This design comes from an exercise in tuning for small area, a short achievable clock period and few clock cycles per item on the open sky130 flow, not from production work. Function was checked by simulation only, so behaviour that the tests miss may differ from the original. Power is estimated from default activity; no workload was simulated.

`flow/run.sh`:
```
#!/bin/bash
# synth_recipe.tcl (not shown) runs the flow's synth.tcl, then flattens the netlist and writes it again
# the make line also repeats each setting of config.mk as NAME=value (left out here)
make -C /OpenROAD-flow-scripts/flow DESIGN_CONFIG=/design/flow/config.mk WORK_HOME=/design/flow/orfs CLKGATE_MAP_FILE= SYNTH_SCRIPT=/design/flow/synth_recipe.tcl finish
```
`flow/config.mk`:
```
export PLATFORM = sky130hd
export DESIGN_NAME = elliptic_roi_crop_mask
export DESIGN_NICKNAME = elliptic_roi_crop_mask
export VERILOG_FILES = /design/flow/design.v
export SDC_FILE = /design/flow/constraint.sdc
export NUM_CORES = 4
export LEC_CHECK = 0
export CAP_MARGIN = 20
export CORE_MARGIN = 2
export CORE_UTILIZATION = 40
export SLEW_MARGIN = 20
```
`flow/constraint.sdc`:
```
create_clock -name core_clock -period 11.0 [get_ports {clk}]
set_input_delay 2.2000 -clock core_clock [delete_from_list [all_inputs] [get_ports {clk}]]
set_output_delay 2.2000 -clock core_clock [all_outputs]
set_load 0.01 [all_outputs]
```
`flow/design.v`:
```
package ecm_pkg;
  localparam int PIXEL_BITS      = 8;
  localparam int MAX_DIM_DEFAULT = 4096;
  localparam int DIM_BITS        = 13;
  localparam int POS_BITS        = 12;
  localparam int CFG_IDX_BITS    = 3;
  localparam int CFG_DATA_BITS   = 13;
  localparam logic [DIM_BITS-1:0] RST_FRAME_WIDTH  = 13'd640;
  localparam logic [DIM_BITS-1:0] RST_FRAME_HEIGHT = 13'd480;
  localparam logic [POS_BITS-1:0] RST_CENTRE_X     = 12'd320;
  localparam logic [POS_BITS-1:0] RST_CENTRE_Y     = 12'd240;
  localparam logic [POS_BITS-1:0] RST_RADIUS_X     = 12'd100;
  localparam logic [POS_BITS-1:0] RST_RADIUS_Y     = 12'd100;
  typedef enum logic [CFG_IDX_BITS-1:0] {
    CFG_FRAME_WIDTH  = 3'd0,
    CFG_FRAME_HEIGHT = 3'd1,
    CFG_CENTRE_X     = 3'd2,
    CFG_CENTRE_Y     = 3'd3,
    CFG_RADIUS_X     = 3'd4,
    CFG_RADIUS_Y     = 3'd5
  } cfg_index_t;
  typedef struct packed {
    logic [DIM_BITS-1:0] frame_width;
    logic [DIM_BITS-1:0] frame_height;
    logic [POS_BITS-1:0] centre_x;
    logic [POS_BITS-1:0] centre_y;
    logic [POS_BITS-1:0] radius_x;
    logic [POS_BITS-1:0] radius_y;
  } cfg_t;
  typedef enum logic [3:0] {
    S_IDLE,
    S_LAT_RX,
    S_LAT_RY,
    S_LAT_LIM,
    S_POS,
    S_DIFF,
    S_MUL_XX,
    S_MUL_XR,
    S_MUL_YY,
    S_MUL_YR,
    S_FIN
  } state_t;
  typedef enum logic [2:0] {
    MUL_NONE,
    MUL_RX,
    MUL_RY,
    MUL_LIM,
    MUL_AX,
    MUL_TX,
    MUL_AY,
    MUL_TY
  } mul_sel_t;
  typedef struct packed {
    logic     accept;
    logic     latch_win;
    logic     latch_size;
    logic     pos;
    logic     diff;
    logic     out_load;
    mul_sel_t mul_sel;
  } cmd_t;
  typedef struct packed {
    logic in_win;
    logic out_free;
  } status_t;
endpackage
import ecm_pkg::*;
module ecm_cfg (
  input  logic                     clk,
  input  logic                     rst,
  input  logic                     cfg_write,
  input  logic [CFG_IDX_BITS-1:0]  cfg_index,
  input  logic [CFG_DATA_BITS-1:0] cfg_data,
  output ecm_pkg::cfg_t                     cfg
);
  always_ff @(posedge clk) begin
    if (rst) begin
      cfg.frame_width  <= RST_FRAME_WIDTH;
      cfg.frame_height <= RST_FRAME_HEIGHT;
      cfg.centre_x     <= RST_CENTRE_X;
      cfg.centre_y     <= RST_CENTRE_Y;
      cfg.radius_x     <= RST_RADIUS_X;
      cfg.radius_y     <= RST_RADIUS_Y;
    end else if (cfg_write) begin
      case (cfg_index)
        CFG_FRAME_WIDTH:  cfg.frame_width  <= cfg_data;
        CFG_FRAME_HEIGHT: cfg.frame_height <= cfg_data;
        CFG_CENTRE_X:     cfg.centre_x     <= cfg_data[POS_BITS-1:0];
        CFG_CENTRE_Y:     cfg.centre_y     <= cfg_data[POS_BITS-1:0];
        CFG_RADIUS_X:     cfg.radius_x     <= cfg_data[POS_BITS-1:0];
        CFG_RADIUS_Y:     cfg.radius_y     <= cfg_data[POS_BITS-1:0];
        default: ;
      endcase
    end
  end
endmodule
import ecm_pkg::*;
module ecm_ctrl (
  input  logic    clk,
  input  logic    rst,
  input  logic    in_valid,
  input  logic    in_sof,
  input  ecm_pkg::status_t status,
  output logic    in_ready,
  output ecm_pkg::cmd_t    cmd
);
  ecm_pkg::state_t state, state_next;
  always_ff @(posedge clk) begin
    if (rst) begin
      state <= S_IDLE;
    end else begin
      state <= state_next;
    end
  end
  always_comb begin
    state_next = state;
    in_ready   = 1'b0;
    cmd        = '0;
    cmd.mul_sel = MUL_NONE;
    case (state)
      S_IDLE: begin
        in_ready = 1'b1;
        if (in_valid) begin
          cmd.accept = 1'b1;
          state_next = in_sof ? S_LAT_RX : S_POS;
        end
      end
      S_LAT_RX: begin
        cmd.latch_win = 1'b1;
        cmd.mul_sel   = MUL_RX;
        state_next    = S_LAT_RY;
      end
      S_LAT_RY: begin
        cmd.latch_size = 1'b1;
        cmd.mul_sel    = MUL_RY;
        state_next     = S_LAT_LIM;
      end
      S_LAT_LIM: begin
        cmd.mul_sel = MUL_LIM;
        state_next  = S_POS;
      end
      S_POS: begin
        cmd.pos    = 1'b1;
        state_next = S_DIFF;
      end
      S_DIFF: begin
        cmd.diff   = 1'b1;
        state_next = status.in_win ? S_MUL_XX : S_IDLE;
      end
      S_MUL_XX: begin
        cmd.mul_sel = MUL_AX;
        state_next  = S_MUL_XR;
      end
      S_MUL_XR: begin
        cmd.mul_sel = MUL_TX;
        state_next  = S_MUL_YY;
      end
      S_MUL_YY: begin
        cmd.mul_sel = MUL_AY;
        state_next  = S_MUL_YR;
      end
      S_MUL_YR: begin
        cmd.mul_sel = MUL_TY;
        state_next  = S_FIN;
      end
      S_FIN: begin
        if (status.out_free) begin
          cmd.out_load = 1'b1;
          state_next   = S_IDLE;
        end
      end
      default: begin
        state_next = S_IDLE;
      end
    endcase
  end
endmodule
import ecm_pkg::*;
module ecm_dp #(
  parameter int MAX_DIM = MAX_DIM_DEFAULT
) (
  input  logic                  clk,
  input  logic                  rst,
  input  ecm_pkg::cfg_t                  cfg,
  input  ecm_pkg::cmd_t                  cmd,
  output ecm_pkg::status_t               status,
  input  logic [PIXEL_BITS-1:0] in_pixel,
  input  logic                  in_sof,
  output logic                  out_valid,
  input  logic                  out_ready,
  output logic [PIXEL_BITS-1:0] out_masked_pixel,
  output logic                  out_inside_ellipse,
  output logic [POS_BITS-1:0]   out_crop_col,
  output logic [POS_BITS-1:0]   out_crop_row,
  output logic                  out_last_of_crop
);
  localparam logic [DIM_BITS-1:0] MAX_DIM_V = DIM_BITS'(MAX_DIM);
  logic [PIXEL_BITS-1:0] px;
  logic                  sof;
  logic [POS_BITS-1:0] frame_col, frame_row;
  logic [POS_BITS-1:0] x_start, x_stop, y_start, y_stop;
  logic [DIM_BITS-1:0] num_x, num_y;
  logic                win_ok;
  logic [POS_BITS-1:0] crop_i, crop_j;
  logic                in_win, last_r;
  logic [12:0]         ax, ay;
  logic [23:0]         rx2, ry2;
  logic [49:0]         limit;
  logic [24:0]         sq;
  logic [48:0]         term_x, term_y;
  logic [DIM_BITS-1:0] w_eff, h_eff;
  logic [POS_BITS-1:0] rx_eff, ry_eff;
  always_comb begin
    if (cfg.frame_width == '0)          w_eff = DIM_BITS'(1);
    else if (cfg.frame_width > MAX_DIM_V) w_eff = MAX_DIM_V;
    else                                w_eff = cfg.frame_width;
    if (cfg.frame_height == '0)          h_eff = DIM_BITS'(1);
    else if (cfg.frame_height > MAX_DIM_V) h_eff = MAX_DIM_V;
    else                                 h_eff = cfg.frame_height;
    rx_eff = (cfg.radius_x == '0) ? POS_BITS'(1) : cfg.radius_x;
    ry_eff = (cfg.radius_y == '0) ? POS_BITS'(1) : cfg.radius_y;
  end
  logic [POS_BITS-1:0] xs, ys;
  logic [DIM_BITS-1:0] xe_raw, ye_raw, xe, ye;
  always_comb begin
    xs     = (cfg.centre_x > rx_eff) ? cfg.centre_x - rx_eff : '0;
    ys     = (cfg.centre_y > ry_eff) ? cfg.centre_y - ry_eff : '0;
    xe_raw = {1'b0, cfg.centre_x} + {1'b0, rx_eff};
    ye_raw = {1'b0, cfg.centre_y} + {1'b0, ry_eff};
    xe     = (xe_raw > w_eff - DIM_BITS'(1)) ? w_eff - DIM_BITS'(1) : xe_raw;
    ye     = (ye_raw > h_eff - DIM_BITS'(1)) ? h_eff - DIM_BITS'(1) : ye_raw;
  end
  logic [POS_BITS-1:0] col0, row0, col_eff, row_eff;
  logic [DIM_BITS-1:0] col_inc, row_inc;
  always_comb begin
    col0    = sof ? '0 : frame_col;
    row0    = sof ? '0 : frame_row;
    col_eff = ({1'b0, col0} >= w_eff) ? '0 : col0;
    row_eff = ({1'b0, row0} >= h_eff) ? '0 : row0;
    col_inc = {1'b0, col_eff} + DIM_BITS'(1);
    row_inc = {1'b0, row_eff} + DIM_BITS'(1);
  end
  logic signed [13:0] dx, dy;
  logic [13:0]        dx_abs, dy_abs;
  always_comb begin
    dx     = $signed({1'b0, crop_i, 1'b0}) - $signed({1'b0, num_x});
    dy     = $signed({1'b0, crop_j, 1'b0}) - $signed({1'b0, num_y});
    dx_abs = dx[13] ? 14'(-dx) : dx;
    dy_abs = dy[13] ? 14'(-dy) : dy;
  end
  logic [24:0] mul_a;
  logic [23:0] mul_b;
  logic [48:0] prod;
  always_comb begin
    case (cmd.mul_sel)
      MUL_RX:  begin mul_a = 25'(rx_eff); mul_b = 24'(rx_eff); end
      MUL_RY:  begin mul_a = 25'(ry_eff); mul_b = 24'(ry_eff); end
      MUL_LIM: begin mul_a = {1'b0, rx2}; mul_b = ry2;         end
      MUL_AX:  begin mul_a = 25'(ax);     mul_b = 24'(ax);     end
      MUL_TX:  begin mul_a = sq;          mul_b = ry2;         end
      MUL_AY:  begin mul_a = 25'(ay);     mul_b = 24'(ay);     end
      MUL_TY:  begin mul_a = sq;          mul_b = rx2;         end
      default: begin mul_a = '0;          mul_b = '0;          end
    endcase
  end
  assign prod = mul_a * mul_b;
  logic [49:0] lhs;
  logic        in_ellipse;
  assign lhs        = {1'b0, term_x} + {1'b0, term_y};
  assign in_ellipse = lhs <= limit;
  always_ff @(posedge clk) begin
    if (rst) begin
      frame_col <= '0;
      frame_row <= '0;
      win_ok    <= 1'b0;
      out_valid <= 1'b0;
    end else begin
      if (cmd.latch_win) begin
        win_ok <= ({1'b0, xs} <= xe) && ({1'b0, ys} <= ye);
      end
      if (cmd.pos) begin
        if (col_inc >= w_eff) begin
          frame_col <= '0;
          frame_row <= (row_inc >= h_eff) ? '0 : row_inc[POS_BITS-1:0];
        end else begin
          frame_col <= col_inc[POS_BITS-1:0];
          frame_row <= row_eff;
        end
      end
      if (cmd.out_load) begin
        out_valid <= 1'b1;
      end else if (out_ready) begin
        out_valid <= 1'b0;
      end
    end
  end
  always_ff @(posedge clk) begin
    if (cmd.accept) begin
      px  <= in_pixel;
      sof <= in_sof;
    end
    if (cmd.latch_win) begin
      x_start <= xs;
      x_stop  <= xe[POS_BITS-1:0];
      y_start <= ys;
      y_stop  <= ye[POS_BITS-1:0];
    end
    if (cmd.latch_size) begin
      num_x <= {1'b0, x_stop} - {1'b0, x_start} + DIM_BITS'(1);
      num_y <= {1'b0, y_stop} - {1'b0, y_start} + DIM_BITS'(1);
    end
    if (cmd.pos) begin
      in_win <= win_ok && (col_eff >= x_start) && (col_eff <= x_stop) &&
                (row_eff >= y_start) && (row_eff <= y_stop);
      crop_i <= col_eff - x_start;
      crop_j <= row_eff - y_start;
      last_r <= (col_eff == x_stop) && (row_eff == y_stop);
    end
    if (cmd.diff) begin
      ax <= dx_abs[12:0];
      ay <= dy_abs[12:0];
    end
    case (cmd.mul_sel)
      MUL_RX:  rx2    <= prod[23:0];
      MUL_RY:  ry2    <= prod[23:0];
      MUL_LIM: limit  <= {prod[47:0], 2'b00};
      MUL_AX:  sq     <= prod[24:0];
      MUL_TX:  term_x <= prod;
      MUL_AY:  sq     <= prod[24:0];
      MUL_TY:  term_y <= prod;
      default: ;
    endcase
    if (cmd.out_load) begin
      out_masked_pixel   <= in_ellipse ? px : '0;
      out_inside_ellipse <= in_ellipse;
      out_crop_col       <= crop_i;
      out_crop_row       <= crop_j;
      out_last_of_crop   <= last_r;
    end
  end
  assign status.in_win   = in_win;
  assign status.out_free = !out_valid || out_ready;
endmodule
import ecm_pkg::*;
module elliptic_roi_crop_mask #(
  parameter int MAX_DIM = MAX_DIM_DEFAULT
) (
  input  logic                     clk,
  input  logic                     rst,
  input  logic                     cfg_write,
  input  logic [CFG_IDX_BITS-1:0]  cfg_index,
  input  logic [CFG_DATA_BITS-1:0] cfg_data,
  input  logic                     in_valid,
  output logic                     in_ready,
  input  logic [PIXEL_BITS-1:0]    in_pixel,
  input  logic                     in_sof,
  output logic                     out_valid,
  input  logic                     out_ready,
  output logic [PIXEL_BITS-1:0]    out_masked_pixel,
  output logic                     out_inside_ellipse,
  output logic [POS_BITS-1:0]      out_crop_col,
  output logic [POS_BITS-1:0]      out_crop_row,
  output logic                     out_last_of_crop
);
  ecm_pkg::cfg_t    cfg;
  ecm_pkg::cmd_t    cmd;
  ecm_pkg::status_t status;
  ecm_cfg u_cfg (
    .clk       (clk),
    .rst       (rst),
    .cfg_write (cfg_write),
    .cfg_index (cfg_index),
    .cfg_data  (cfg_data),
    .cfg       (cfg)
  );
  ecm_ctrl u_ctrl (
    .clk      (clk),
    .rst      (rst),
    .in_valid (in_valid),
    .in_sof   (in_sof),
    .status   (status),
    .in_ready (in_ready),
    .cmd      (cmd)
  );
  ecm_dp #(
    .MAX_DIM (MAX_DIM)
  ) u_dp (
    .clk                (clk),
    .rst                (rst),
    .cfg                (cfg),
    .cmd                (cmd),
    .status             (status),
    .in_pixel           (in_pixel),
    .in_sof             (in_sof),
    .out_valid          (out_valid),
    .out_ready          (out_ready),
    .out_masked_pixel   (out_masked_pixel),
    .out_inside_ellipse (out_inside_ellipse),
    .out_crop_col       (out_crop_col),
    .out_crop_row       (out_crop_row),
    .out_last_of_crop   (out_last_of_crop)
  );
endmodule
```
==> run notes <==
[power by group through the flow]
stage	clock, W	sequential, W	combinational, W
6_report	0.00189	0.00223	0.00130
2_1_floorplan	0	0.00224	0.000857
5_1_grt	0.00201	0.00224	0.00143
3_3_place_gp	0	0.00227	0.00128
4_1_cts	0.00194	0.00223	0.00130
3_5_place_dp	0	0.00227	0.00129
[through the flow]
stage	instances	total power (W)	util [%]	setup WS, ns
floorplan	5298	0.003096	-	1.776
global placement	6913	0.003542	42.60	1.082
detailed placement	6913	0.003555	42.60	0.9138
CTS	7013	0.005462	44.09	0.8724
global route	7014	0.005676	44.10	0.3173
finish	7017	0.005423	44.11	0.8807
[state kept, by name (all words and copies together), names as in the netlist, 13 cells and up]
name,flops
u_cfg.cfg,74
u_dp.num_x,13
u_dp.ay,13
u_dp.num_y,13
u_dp.sq,25
u_dp.term_y,49
u_dp.ry2,24
u_dp.ax,13
u_dp.limit,48
u_dp.term_x,49
u_dp.rx2,24
[worst min path at each step]
stage,endpoint,cells past startpoint,start
final,u_dp.out_last_of_crop$_DFFE_PP_,0,u_dp.last_r$_DFFE_PP_
after global routing,u_dp.out_last_of_crop$_DFFE_PP_,0,u_dp.last_r$_DFFE_PP_
after CTS,u_dp.out_last_of_crop$_DFFE_PP_,0,u_dp.last_r$_DFFE_PP_
after detailed placement,u_dp.out_last_of_crop$_DFFE_PP_,0,u_dp.last_r$_DFFE_PP_
after global placement,u_dp.out_last_of_crop$_DFFE_PP_,0,u_dp.last_r$_DFFE_PP_
after floorplan,u_dp.out_last_of_crop$_DFFE_PP_,0,u_dp.last_r$_DFFE_PP_
[cell usage after synthesis (15+ instances only)]
master / n / share of area [%]
inv_1: 884 / 6.7
nand2_1: 695 / 5.2
ha_1: 545 / 14
fa_1: 515 / 21
nor2_1: 401 / 3.0
edfxtp_1: 388 / 23
a21oi_1: 266 / 2.7
clkbuf_1: 177 / 1.3
xnor2_1: 138 / 2.4
o21ai_0: 113 / 1.1
dfxtp_1: 104 / 4.2
a21o_1: 100 / 1.5
nor3_1: 88 / 0.88
nor2b_1: 85 / 1.1
xor2_1: 81 / 1.4
nand3_1: 59 / 0.59
o21a_1: 51 / 0.77
and2_1: 48 / 0.60
nand4_1: 43 / 0.54
a221o_1: 41 / 0.82
nand2b_1: 37 / 0.46
a22oi_1: 36 / 0.54
a22o_1: 34 / 0.60
o21bai_1: 28 / 0.42
and3_1: 24 / 0.30
a211oi_1: 23 / 0.35
a221oi_1: 23 / 0.40
o211ai_1: 21 / 0.32
o21ai_1: 20 / 0.20
nor4_1: 19 / 0.24
a21boi_0: 15 / 0.23
[layer usage]
metal	share of wire, %	up-vias	wire length (um)	GRT usage, %
met5	0	-	0	0
li1	-	17622	-	-
met1	42	18311	59560	28.65
met2	47	1153	67480	37.62
met4	4.2	0	5914	8.630
met3	6.7	253	9514	4.220
[cell families (layout without fill, tap and decap cells)]
| logic type | count (synthesis) | in the layout | synth area share (%) |
|---|---|---|---|
| adder cells (fa/ha/maj) | 1060 | 1060 | 34.41 |
| buffers and inverters | 1078 | 1157 | 8.140 |
| AO/OA/AOI/OAI | 880 | 880 | 11.93 |
| AND/OR/NAND/NOR | 1549 | 1549 | 13.67 |
| other | 0 | 3 | 0 |
| XOR/XNOR | 219 | 219 | 3.853 |
| multiplexers | 20 | 20 | 0.4172 |
| flip-flops | 492 | 492 | 27.59 |
[worst reg2reg max path: cells and delay by family, from the launching register on]
kind                       cells  cell delay (ns)
adders and majority gates      8             3.95
and+or+nand+nor                5             1.22
DFF                            1             0.55
xor gates and xnor gates       1             0.16
AOI/OAI and AO/OA             10             3.01
buffers and inverters          7             0.99
[cell type report]
class | instances | area (um^2) | area share, %
well taps | 1637 | 2048 | 3.756
inverters | 886 | 3326 | 6.098
flip-flops and latches | 492 | 13730 | 25.18
clock buffers | 66 | 1449 | 2.657
clock inverters | 34 | 395.4 | 0.7250
multi-input cells | 3728 | 32100 | 58.87
repair buffers | 171 | 1474 | 2.703
diodes | 3 | 7.507 | 0.01377
==> impl_metrics.csv <==
group,metric,value,unit
logic_synthesis,ys_dominant_reg_cell,"edfxtp_1",
floorplan,io_pins,66,
worst_setup_path,critPathKind,"reg -> reg",
cts,cts_setup_buffers,0,
power,intPower,0.003731,W
worst_setup_path,crit_path_end,"u_dp.term_x[47]$_DFFE_PN_",
timing,finalSetupTns,0,ns
timing,setup_viol,0,
floorplan,die_area,127300,um^2
logic_synthesis,postSynth.asyncResetShare,0,%
cts,ctsResizeCount,0,
drt,antenna_left,0,
power,power.leakage,24.67,nW
timing,tightestPinTransition,1.074,ns
power,power_frac_comb,24.0,%
placement,port_buffers,65,
timing,fin_crit,10.12,ns
timing,period_share,91.99,%
logic_synthesis,synth_edf_count,388,
worst_setup_path,crit_buf_inv,7,
worst_setup_path,critPathLaunch,"u_ctrl.state[1]$_SDFFE_PP0P_",
worst_setup_path,end_kind,"flop",
drt,vias,37339,
drt,drc_errors,0,
floorplan,die_w,356.8,um
worst_setup_path,cpMaxStageDelayCell,"nor3_2",
power,netSwitchingFraction,31.20,%
layout,drive_gt1_share,4.575,%
global_routing,antenna_found_initial,3,
global_routing,grt_pass1_vias,37952,
cts,htreeDepth,2,
worst_setup_path,regToRegStartpoint,"u_ctrl.state[1]$_SDFFE_PP0P_",
timing,whs,0.4239,ns
timing,finalClockSkew,0.02469,ns
logic_synthesis,yosysUniqueCellTypes,82,
cts,clock_path_buffers,3,
cts,cts.clk_slew.worst_paths,0.06,ns
worst_setup_path,cp_num_cells,31,
layout,n_fill_cell,12072,
timing,hold_viol_final,0,
worst_setup_path,r2r_cells,31,
cts,clock-sinks,492,
worst_setup_path,timing.rr.end,"u_dp.term_x[47]$_DFFE_PN_",
placement,gp_congestion,0.9711,
cts,clk_latency,0.64,ns
worst_setup_path,cp_slowest_stage_delay,0.67,ns
worst_setup_path,arrival,10.48,ns
worst_setup_path,cp_data_required_time,11.36,ns
logic_synthesis,yosys_warnings,3,
floorplan,core.rowCount,129,
logic_synthesis,syn_area,49780,um^2
placement,place_area,52660,um^2
logic_synthesis,avgSynthCellArea,9.397,um^2
worst_setup_path,startpoint_type,"flop",
drt,wl,142500,um
power,p_clk_share,34.9,%
global_routing,grt_max_degree,96,
layout,layout_common_cells,"inv_1 (883), nand2_1 (695), ha_1 (545), fa_1 (515), nor2_1 (398)",
cts,cts_buffers,55,
min_path,min_path_type,"reg -> reg",
layout,final_common_cell,"inv_1",
floorplan,fp.dieH,356.8,um
cts,cts_tree,"built",
worst_setup_path,crit_top_cell,"fa_1",
power,ir_drop,0.1293,mV
logic_synthesis,syn-num-nets,6388,
timing,rsz0062_at_grt,"false",
run_status,outcome,"complete, no violations",
layout,final_nets,6424,
worst_setup_path,rrSetupSlack,0.88,ns
power,powerDensity,99.43,nW/um^2
logic_synthesis,ys_seq_area_share,27.59,%
floorplan,start_util,40.27,%
layout,stdcell_area,54540,um^2
power,p_seq_share,41.1,%
placement,hpwlAfterDp,114200,um
cts,root_buffer,"clkbuf_16",
cts,hold_buffers,0,
global_routing,grt_first_pass_wirelength,219700,um
worst_setup_path,cp_max_fo,16,
worst_setup_path,cp_top_family,"adder cells",
run,max_cap_viol_count,0,
drt,avgViaCountPerCell,5.321,
global_routing,grt_overflow,0,
power,p_sw,0.001692,W
layout,area_growth,9.545,%
drt,drtIter0Drc,2761,
logic_synthesis,synthCells,5298,
global_routing,track_usage,22.43,%
drt,wl_per_cell,20.30,um
logic_synthesis,synth-seq-cells,492,
floorplan,coreArea,123600,um^2
drt,first_pass_iters,6,
timing,maxSlewViolCount,0,
timing,fmax,98.82,MHz
timing,slew_headroom,27.97,%
Testbench counts, summed over its fixed seeds: cycles 116,182, items 21,528.

[port drivers added, routing unchanged]
In the flow no input, the clock included, has a driving cell. The finished layout below was timed again as built, in two steps.
Step 1 sets driving cells, clkbuf_16 on the clock port and buf_2 on the other inputs (assumed; they add their load-dependent delay and slew).
Step 2 also shifts input and output timing later by t, the mid clock arrival at the registers, as if the neighbouring blocks saw the same clock.
Slacks: ideal ports / drivers / drivers and shift; pairs: ideal ports / drivers.
t, ns: 0.697
slack for setup (ns): 0.881 / 0.881 / 0.881
latest minus earliest clock arrival (ns): 0.025 / 0.025
pins driven straight from the clock port: 1
After both steps this run still meets setup and hold. The setup slack of this run moves by 0.000 ns with the drivers and by 0.000 ns with both steps.
